This is an optimization exercise on Yosys and OpenROAD, whose aim is small area and a short achievable clock period, not a production implementation. Function was checked by simulation only, so behaviour that the tests miss may differ from the original. Power and IR drop assume default switching activity.

[config.mk]
export PLATFORM = sky130hd
export DESIGN_NAME = gamma_interp_11bit
export DESIGN_NICKNAME = gamma_interp_11bit
export VERILOG_FILES = /design/flow/design.v
export SDC_FILE = /design/flow/constraint.sdc
export NUM_CORES = 4
export LEC_CHECK = 0
export CAP_MARGIN = 20
export CORE_MARGIN = 2
export CORE_UTILIZATION = 40
export SLEW_MARGIN = 20
[constraint.sdc]
create_clock -name core_clock -period 10.0 [get_ports {clk}]
set_input_delay 2.0000 -clock core_clock [delete_from_list [all_inputs] [get_ports {clk}]]
set_output_delay 2.0000 -clock core_clock [all_outputs]
set_load 0.01 [all_outputs]
[design.v]
module gamma_interp_11bit #(
  parameter int OUT_W = 10
) (
  input  logic             clk,
  input  logic             rst_n,
  input  logic             i_hs,
  input  logic             i_vs,
  input  logic [4:0]       idx,
  input  logic [10:0]      pixel_in,
  input  logic [10:0]      lowLevel,
  input  logic [10:0]      highLevel,
  input  logic             lut_we,
  input  logic [5:0]       lut_addr,
  input  logic [OUT_W-1:0] lut_wdata,
  input  logic             lut_commit,
  output logic             commit_pending,
  output logic             o_hs,
  output logic             o_vs,
  output logic [OUT_W-1:0] pix_out
);
  localparam int N  = 33;
  localparam int PW = OUT_W + 12;
  localparam int SW = PW + 1;
  localparam logic signed [SW-1:0] C_MAX = SW'((1 << OUT_W) - 1);
  typedef enum logic {
    S_IDLE,
    S_PEND
  } state_t;
  function automatic logic [OUT_W-1:0] ramp(input int k);
    logic [31:0] v;
    v = (32'(k) << OUT_W) / 32;
    if (v > (1 << OUT_W) - 1) v = (1 << OUT_W) - 1;
    ramp = v[OUT_W-1:0];
  endfunction
  function automatic logic [3:0] flog2(input logic [10:0] w);
    logic [3:0] s;
    s = '0;
    for (int i = 0; i < 11; i++)
      if (w[i]) s = 4'(i);
    flog2 = s;
  endfunction
  logic [OUT_W-1:0] r_shadow [N];
  logic [OUT_W-1:0] r_active [N];
  state_t r_state;
  state_t w_state_nxt;
  logic   w_copy;
  logic   r_vs_prev;
  logic   w_vs_fall;
  assign w_vs_fall = r_vs_prev & ~i_vs;
  always_ff @(posedge clk or negedge rst_n) begin
    if (!rst_n) begin
      r_state   <= S_IDLE;
      r_vs_prev <= 1'b0;
    end else begin
      r_state   <= w_state_nxt;
      r_vs_prev <= i_vs;
    end
  end
  always_comb begin
    w_state_nxt = r_state;
    w_copy      = 1'b0;
    unique case (r_state)
      S_IDLE: begin
        if (lut_commit) w_state_nxt = S_PEND;
      end
      S_PEND: begin
        if (w_vs_fall) begin
          w_copy = 1'b1;
          if (!lut_commit) w_state_nxt = S_IDLE;
        end
      end
    endcase
  end
  assign commit_pending = (r_state == S_PEND);
  always_ff @(posedge clk or negedge rst_n) begin
    if (!rst_n) begin
      for (int k = 0; k < N; k++) r_shadow[k] <= ramp(k);
    end else if (lut_we && lut_addr <= 6'd32) begin
      r_shadow[lut_addr] <= lut_wdata;
    end
  end
  always_ff @(posedge clk or negedge rst_n) begin
    if (!rst_n) begin
      for (int k = 0; k < N; k++) r_active[k] <= ramp(k);
    end else if (w_copy) begin
      for (int k = 0; k < N; k++) r_active[k] <= r_shadow[k];
    end
  end
  logic [5:0]       w_idx0;
  logic [5:0]       w_idx1;
  logic [10:0]      w_d;
  logic [10:0]      w_w;
  assign w_idx0 = {1'b0, idx};
  assign w_idx1 = w_idx0 + 6'd1;
  assign w_d    = pixel_in - lowLevel;
  assign w_w    = highLevel - lowLevel;
  logic [OUT_W-1:0] r_y0_1;
  logic [OUT_W-1:0] r_y1_1;
  logic [10:0]      r_d_1;
  logic [3:0]       r_sh_1;
  logic             r_wz_1;
  logic             r_blank_1;
  always_ff @(posedge clk or negedge rst_n) begin
    if (!rst_n) begin
      r_y0_1    <= '0;
      r_y1_1    <= '0;
      r_d_1     <= '0;
      r_sh_1    <= '0;
      r_wz_1    <= 1'b0;
      r_blank_1 <= 1'b1;
    end else begin
      r_y0_1    <= r_active[w_idx0];
      r_y1_1    <= r_active[w_idx1];
      r_d_1     <= w_d;
      r_sh_1    <= flog2(w_w);
      r_wz_1    <= (w_w == 11'd0);
      r_blank_1 <= ~(i_hs & i_vs);
    end
  end
  logic signed [OUT_W:0]  w_dy;
  logic signed [PW-1:0]   w_dy_x;
  logic signed [PW-1:0]   w_d_x;
  logic signed [PW-1:0]   w_p;
  assign w_dy   = $signed({1'b0, r_y1_1}) - $signed({1'b0, r_y0_1});
  assign w_dy_x = w_dy;
  assign w_d_x  = $signed({{(PW-11){1'b0}}, r_d_1});
  assign w_p    = w_dy_x * w_d_x;
  logic signed [PW-1:0] r_p_2;
  logic [OUT_W-1:0]     r_y0_2;
  logic [3:0]           r_sh_2;
  logic                 r_wz_2;
  logic                 r_blank_2;
  always_ff @(posedge clk or negedge rst_n) begin
    if (!rst_n) begin
      r_p_2     <= '0;
      r_y0_2    <= '0;
      r_sh_2    <= '0;
      r_wz_2    <= 1'b0;
      r_blank_2 <= 1'b1;
    end else begin
      r_p_2     <= w_p;
      r_y0_2    <= r_y0_1;
      r_sh_2    <= r_sh_1;
      r_wz_2    <= r_wz_1;
      r_blank_2 <= r_blank_1;
    end
  end
  logic signed [SW-1:0] w_rnd;
  logic signed [SW-1:0] w_px;
  logic signed [SW-1:0] w_q;
  logic signed [SW-1:0] w_r;
  logic [OUT_W-1:0]     w_pix;
  always_comb begin
    w_rnd = '0;
    if (r_sh_2 != 4'd0) w_rnd = SW'(1) <<< (r_sh_2 - 4'd1);
    w_px = r_p_2;
    w_q  = (w_px + w_rnd) >>> r_sh_2;
    w_r  = w_q + $signed({{(SW-OUT_W){1'b0}}, r_y0_2});
  end
  always_comb begin
    w_pix = '0;
    if (r_blank_2)     w_pix = '0;
    else if (r_wz_2)   w_pix = r_y0_2;
    else if (w_r[SW-1]) w_pix = '0;
    else if (w_r > C_MAX) w_pix = C_MAX[OUT_W-1:0];
    else               w_pix = w_r[OUT_W-1:0];
  end
  logic [2:0]       r_hs_d;
  logic [2:0]       r_vs_d;
  logic [OUT_W-1:0] r_pix;
  always_ff @(posedge clk or negedge rst_n) begin
    if (!rst_n) begin
      r_hs_d <= '0;
      r_vs_d <= '0;
      r_pix  <= '0;
    end else begin
      r_hs_d <= {r_hs_d[1:0], i_hs};
      r_vs_d <= {r_vs_d[1:0], i_vs};
      r_pix  <= w_pix;
    end
  end
  assign o_hs    = r_hs_d[2];
  assign o_vs    = r_vs_d[2];
  assign pix_out = r_pix;
endmodule
[run.sh]
#!/bin/bash
# synth_recipe.tcl (not shown) runs the flow's synth.tcl, then flattens the netlist and writes it again
# the make line also repeats each setting of config.mk as NAME=value (left out here)
make -C /OpenROAD-flow-scripts/flow DESIGN_CONFIG=/design/flow/config.mk WORK_HOME=/design/flow/orfs CLKGATE_MAP_FILE= SYNTH_SCRIPT=/design/flow/synth_recipe.tcl finish
==> results.cfg <==
[status]
status = finished clean

[floorplan]
core_area_um2 = 99710
rows = 116
start_util_pct = 40.19
dieWidth_um = 320.5
die_y_um = 320.5
die-area_um2 = 102700
boundaryPins = 73

[place]
place_hpwl_um = 110000
port_buffers = 72
gp_congestion = 1.045
placed_area_um2 = 42400

[power_and_ir_drop]
p_int_mw = 10.72
peakVddDrop_mv = 1.415
power_frac_seq_pct = 24.4
cellLeakagePower_nw = 20.66
p_sw_mw = 8.266
power_density_nw_per_um2 = 419.2
sw_frac_of_total_pct = 43.54
combPwrFrac_pct = 58.9
power_frac_clock_pct = 16.7

[critical_path]
critPathLaunchType = flip-flop
slowest_stage = dfrtp_1
cp_common_cell = a21oi_1
critPathLaunch = r_sh_2[3]$_DFF_PN0_
crit_arrival_ps = 8880
slowest_delay_ps = 680
end_kind = flip-flop
required_ps = 10480
rr_startpoint = r_sh_2[3]$_DFF_PN0_
crit_type = reg -> reg
critPathMaxFanout = 23

[run]
cap_violations = 0

[yosys]
synth_nets = 3594
avgSynthCellArea_um2 = 12.06
syn-cell-area_um2 = 40070
syn_inst = 3322
seq_area_frac_synth_pct = 47.53
synth_edf_count = 0
async_reset_ff_share_pct = 100.0
ys.flop_type = dfrtp_1
ys.warnings.count = 3
synth_seq_cells = 752
yosys.cell_types.count = 93

[worst_hold_path]
worst_hold_path_type = reg -> reg
hp-start = r_vs_d[1]$_DFF_PN0_

[drt]
viasPerCell = 6.048
num_vias = 28890
dr.pass1.iters = 8
drc = 0
wl_per_cell_um = 31.36
drtAntennaViolNets = 0
drtIter0Drc = 3178
routed_wl_um = 149800

[sta]
fmax_mhz = 119.0
hold_viol = 0
worst_clock_skew_ps = 21.09
tns_ps = 0
slew_headroom_pct = 22.93
whs_ps = 336.6
setup_viol = 0
slew_violations = 0
rsz0062_at_grt = no
fin_crit_ps = 8402
worst_slew_pin_slew_ps = 1156
finalCritPeriodShare_pct = 84.02

[global_route]
grt_max_degree = 189
grt_pass1_vias = 28190
antenna_found_initial = 12
grtUsageTotal_pct = 29.06
grt_pass1_wl_um = 213000
overflow = 0

[clocking]
htree_num_levels = 3
cts_buffers = 82
postCtsSetupBuffers = 0
cts.sink_count = 752
clk_pin_slew_ps = 70
cts_tree = built
cts-resized-gates = 0
clkLatencyLatePin_ps = 660
root_buffer = clkbuf_16
postCtsHoldBufs = 0
clk_path_buf_depth = 3

[finish]
syn_to_final_growth_pct = 13.02
drive_above_1_share_pct = 33.05
stdcell_area_um2 = 45290
final_core_util_pct = 45.42
n_fill_cell = 9200
nNetsFinal = 3677
## metal layers
| metal | routed length (um) | vias to the layer above | track usage, % |
|---|---|---|---|
| li1 | - | 12290 | - |
| met1 | 65990 | 15090 | 40.32 |
| met2 | 66780 | 1175 | 44.31 |
| met3 | 9393 | 336 | 5.386 |
| met4 | 7549 | 2 | 12.93 |
| met5 | 42 | - | 0 |
## cells in the final DEF (no fill, tap or decap), types with 45 or more instances in the layout
master / count
mux2_2: 669
dfrtp_1: 570
dfstp_2: 182
inv_1: 179
nand2_1: 175
nor2_1: 171
ha_1: 126
a22oi_1: 105
a221oi_1: 90
fa_1: 86
clkbuf_16: 85
buf_4: 82
a21oi_1: 78
clkdlybuf4s50_1: 61
o21ai_0: 54
a22o_1: 54
and2_1: 48
mux2i_1: 45
## final cells by class
type	count	area (um2)	area share [%]
Multi-Input combinational cell	2228	19680	43.44
Clock inverter	29	387.9	0.8564
Inverter	182	683.2	1.508
Sequential cell	752	19050	42.05
Timing Repair Buffer	159	1391	3.072
Tap cell	1298	1624	3.586
Antenna cell	4	10.01	0.02210
Clock buffer	124	2474	5.462
## through the flow
stage / instances / total power, mW / setup WS (ps)
finish: 4776 / 18.98 / 1598
global route: 4773 / 20.84 / 998.4
CTS: 4772 / 19.04 / 1650
detailed placement: 4619 / 15.70 / 1727
global placement: 4617 / 15.54 / 1861
floorplan: 3322 / 12.78 / 3048
## synthesized netlist by cell type, types with 4 or more instances
master	n	area share [%]
nand3_1	43	0.54
nand3b_1	11	0.21
a221oi_1	90	2.0
o21a_1	16	0.30
or3_1	9	0.14
nor4_1	4	0.062
and3_1	6	0.094
a22oi_1	105	2.0
xor2_1	25	0.55
ha_1	126	3.9
nor3b_1	8	0.15
a2111oi_2	4	0.15
clkbuf_8	9	0.31
dfstp_2	182	12
o21ai_0	55	0.69
a2111oi_0	4	0.087
a21oi_1	78	0.97
nor3_1	36	0.45
or2_2	4	0.062
a21boi_0	6	0.11
buf_2	10	0.12
o21bai_1	13	0.24
a211oi_1	12	0.22
dfrtp_1	570	36
mux2_2	669	19
o211ai_1	16	0.30
a31oi_1	14	0.22
a22o_1	54	1.2
and2_1	48	0.75
nand2_1	175	1.6
a222oi_1	33	0.82
nor2b_1	26	0.41
nand4_1	37	0.58
xnor2_1	44	0.96
mux2i_1	45	1.1
nand2b_1	28	0.44
clkbuf_1	134	1.3
nor2_1	184	1.7
mux4_2	8	0.45
inv_1	179	1.7
fa_1	86	4.3
a21o_1	27	0.51
## worst max-delay path, delay by kind of cell (launching register included)
kind / cells / cell delay [ps]
simple gates: 7 / 2330
compound gates: 13 / 3080
fa+ha+maj: 3 / 950
mux: 3 / 870
buf+inv: 2 / 260
flops: 1 / 680
## state kept, by name, indices dropped and copies added, names as in the netlist, 3 cells and up
signal    cells
r_active    330
r_d_1        11
r_sh_2        4
r_vs_d        3
r_pix        10
r_sh_1        4
r_y0_2       10
r_y1_1       10
r_p_2        22
r_y0_1       10
r_shadow    330
r_hs_d        3
## power by group through the flow
stage	registers [mW]	clock network (mW)	logic (mW)
after floorplan	4.12	0	8.65
after global placement	4.62	0	10.9
after detailed placement	4.63	0	11.1
after CTS	4.58	3.23	11.2
after global routing	4.63	3.36	12.8
final	4.62	3.18	11.2
## worst paths after layout
| kind | slack [ps] | cells after the start | to |
|---|---|---|---|
| worst max-delay path | 1600 | 28 | r_pix[6]$_DFF_PN0_ |
| worst min-delay path | 340 | 0 | r_vs_d[2]$_DFF_PN0_ |
| worst max register to register | 1600 | 28 | r_pix[6]$_DFF_PN0_ |
| worst min register to register | 340 | 0 | r_vs_d[2]$_DFF_PN0_ |
| max in group asynchronous | 6680 | 3 | r_shadow[1][1]$_DFFE_PN0P_ |
| min in group asynchronous | 1380 | 1 | r_active[4][5]$_DFFE_PN0P_ |
## cells by family after synthesis
group | share of synthesized area [%]
DFF | 47.53
muxes | 20.37
and+or+nand+nor | 7.900
AOI/OAI and AO/OA | 10.90
buffers and inverters | 3.547
adders and majority gates | 8.231
xor gates and xnor gates | 1.508
other | 0.009358

static timing again, ports no longer ideal:
In the flow no input, the clock included, has a driving cell. The finished layout below was timed again as built, in two steps. Step 1, drivers: a clkbuf_16 drives clk and a buf_2 each remaining input, both assumed. Step 2 moves the port delays by t, midway between the first and last clock arrival at a register: inputs arrive t later, outputs are due t later. That takes back most of the time a late clock gives input paths. Three values: ideal ports, drivers, drivers and shift; two values: the first two.
shift t [ns]: 0.718
slack for setup (ns): 1.598 / 1.598 / 1.598
latest minus earliest clock arrival (ns): 0.022 / 0.023
worst register clock-pin slew, ns: 0.07 / 0.07
After both steps setup and hold are still met in this run. The setup slack of this run moves by 0.000 ns with the drivers and by 0.000 ns with both steps.
